Context: an optimization exercise on an open-source flow, tuned for a short achievable clock period and few clock cycles. The choices shown serve that exercise and are no tape-out recipe. Where RTL was checked, it was by simulation tests only, not by an equivalence proof against the original. No activity file was given, so power comes from the tool's default toggle rates.

Design rtos_ctx, start of the top module:
module rtos_ctx (
    input  logic        clk_i,
    input  logic        rst_n_i,
    input  logic [4:0]  raddr_i,
    output logic [31:0] rdata_o,
    input  logic [4:0]  wr_addr_i,
    input  logic [31:0] wr_data_i,
    input  logic        we_i,
    input  logic        trap_i,
    input  logic [31:0] trap_mepc_i,
    input  logic [31:0] trap_mstatus_i,
    input  logic        mret_i,
    output logic        mret_ready_o,
    output logic        busy_o,
    output logic [31:0] restore_mepc_o,
    output logic [31:0] restore_mstatus_o,
    output logic        restore_valid_o,
    input  logic        inst_en_i,
    input  logic [2:0]  inst_funct3_i,
    input  logic [2:0]  inst_id_i,
    input  logic [3:0]  inst_prio_i,
    output logic [31:0] inst_rd_o,
    output logic        inst_done_o,
    output logic [31:0] mem_addr_o,
    output logic [31:0] mem_wdata_o,
    output logic        mem_we_o,
    output logic        mem_valid_o,
    input  logic        mem_ready_i,
    input  logic        mem_rvalid_i,
    input  logic [31:0] mem_rdata_i
);
clock: 11.0 ns
lec_check: 0
abc_clock_period_in_ps: 5000
cap_margin: 20
core_margin: 2
core_utilization: 40
setup_slack_margin: 5
slew_margin: 20
tns_end_percent: 100
standard.sh (not shown) runs the stock make flow with config.mk's settings and CLKGATE_MAP_FILE= SYNTH_SCRIPT=/design/flow/synth_recipe.tcl, a recipe that flattens the netlist after the stock synthesis.
==> flow/flow/run.sh <==
#!/bin/bash
set -euo pipefail
bash standard.sh SETUP_SLACK_MARGIN=6.6 finish > standard_flow.log 2>&1
Rerun with:
--- a/flow/design.v
+++ b/flow/design.v
@@ -436,20 +436,15 @@
     logic [2:0]  inst_rd_q;
     logic        mvalid_q;
     logic        mwe_q;
     logic [6:0]  maddr_q;       
     logic [31:0] mwdata_q;
     logic [31:0] rmepc_q;       
     logic [31:0] rmstatus_q;
-    logic [NC-1:0] rsel;
-    always_comb begin
-        for (int r = 0; r < NC; r++) rsel[r] = (raddr_i == 5'(r));
-        rdata_o = '0;
-        for (int r = 0; r < NC; r++) rdata_o = rdata_o | ({32{rsel[r]}} & regs_q[r]);
-    end
+    assign rdata_o           = (raddr_i[4:3] == 2'b00) ? regs_q[raddr_i[2:0]] : 32'd0;
     assign busy_o            = busy_q;
     assign mret_ready_o      = ~busy_q;
     assign restore_valid_o   = rv_q;
     assign restore_mepc_o    = rmepc_q;
     assign restore_mstatus_o = rmstatus_q;
     assign inst_done_o       = inst_done_q;
     assign inst_rd_o         = {29'd0, inst_rd_q};
Clock power went down by about 2%.
Total power went up by 1.2%.
Global-route usage stays flat.
Design area went down by 1.2%.
Combinational power went up by 19%.
Clock-buffer cell count went up by 1.
Sequential power hardly moves.
Synthesized area went down by 5.3%.
Flip-flop and latch count is unchanged.
Synthesized cell count went down by 6.2%.
Clock skew is about the same.
Via count went down by 6.4%.
Die area went down by 5.2%.
Worst setup slack gains 0.30 ns.
Testbench counts after the change, summed over its fixed seeds: cycles 11,851.
For the first run of this note, only the layout was checked, not whether the RTL still works.

--- another note on this design; it stands on its own ---

## rtos_ctx
module rtos_ctx (
    input  logic        clk_i,
    input  logic        rst_n_i,
    input  logic [4:0]  raddr_i,
    output logic [31:0] rdata_o,
    input  logic [4:0]  wr_addr_i,
    input  logic [31:0] wr_data_i,
    input  logic        we_i,
    input  logic        trap_i,
    input  logic [31:0] trap_mepc_i,
    input  logic [31:0] trap_mstatus_i,
    input  logic        mret_i,
    output logic        mret_ready_o,
    output logic        busy_o,
    output logic [31:0] restore_mepc_o,
    output logic [31:0] restore_mstatus_o,
    output logic        restore_valid_o,
    input  logic        inst_en_i,
    input  logic [2:0]  inst_funct3_i,
    input  logic [2:0]  inst_id_i,
    input  logic [3:0]  inst_prio_i,
    output logic [31:0] inst_rd_o,
    output logic        inst_done_o,
    output logic [31:0] mem_addr_o,
    output logic [31:0] mem_wdata_o,
    output logic        mem_we_o,
    output logic        mem_valid_o,
    input  logic        mem_ready_i,
    input  logic        mem_rvalid_i,
    input  logic [31:0] mem_rdata_i
);
Size in the first run: roughly 26,000 sq um of cells after synthesis.
clock: 11.0 ns
lec_check: 0
abc_clock_period_in_ps: 1500
cap_margin: 20
core_margin: 2
core_utilization: 40
setup_slack_margin: 5
slew_margin: 20
tns_end_percent: 100
standard.sh (not shown) runs the stock make flow with config.mk's settings and CLKGATE_MAP_FILE= SYNTH_SCRIPT=/design/flow/synth_recipe.tcl, a recipe that flattens the netlist after the stock synthesis.
==> flow/flow/run.sh <==
#!/bin/bash
set -euo pipefail
bash standard.sh SETUP_SLACK_MARGIN=6.6 finish > standard_flow.log 2>&1
Testbench counts at the start, summed over its fixed seeds: cycles 11,851.
==> next run, changes <==
==> flow/flow/run.sh (replaced) <==
#!/bin/bash
set -euo pipefail
bash standard.sh SETUP_SLACK_MARGIN=6.0 finish > standard_flow.log 2>&1
- ABC_CLOCK_PERIOD_IN_PS: 1500 -> 5000
=> Routed wire length is about the same. Fmax hardly moves. Synthesized cell count stays the same.

afterwards: timing with drivers on the ports:
The flow's constraints put no driver on any port. The routed layouts listed below were extracted and timed again, unchanged, in two steps. Step 1 assumes that a clkbuf_16 drives the clock port and a buf_2 every other input. Step 2 adds t to the input delays and takes it off the output delays; t is the mean of the earliest and latest rising clock arrival at the registers after step 1. Input paths then give back, and output paths get back, about the clock's delay inside the block. Three values: no drivers, after step 1, after step 2; two values: the first two.
run | t, ns | setup WS [ns] | worst setup path at the end
the first run of note 1 | 0.688 | 4.961 / 4.925 / 4.925 | input to output
the second run of note 1 | 0.699 | 5.257 / 5.061 / 5.061 | input to output
the first run of note 2 | 0.699 | 5.257 / 5.061 / 5.061 | input to output
the second run of note 2 | 0.686 | 5.260 / 5.041 / 5.041 | input to output
After both steps every run listed still meets setup and hold. The setup slack of the second run of note 2, which loses most, moves by -0.219 ns with the drivers and by -0.219 ns with both steps.
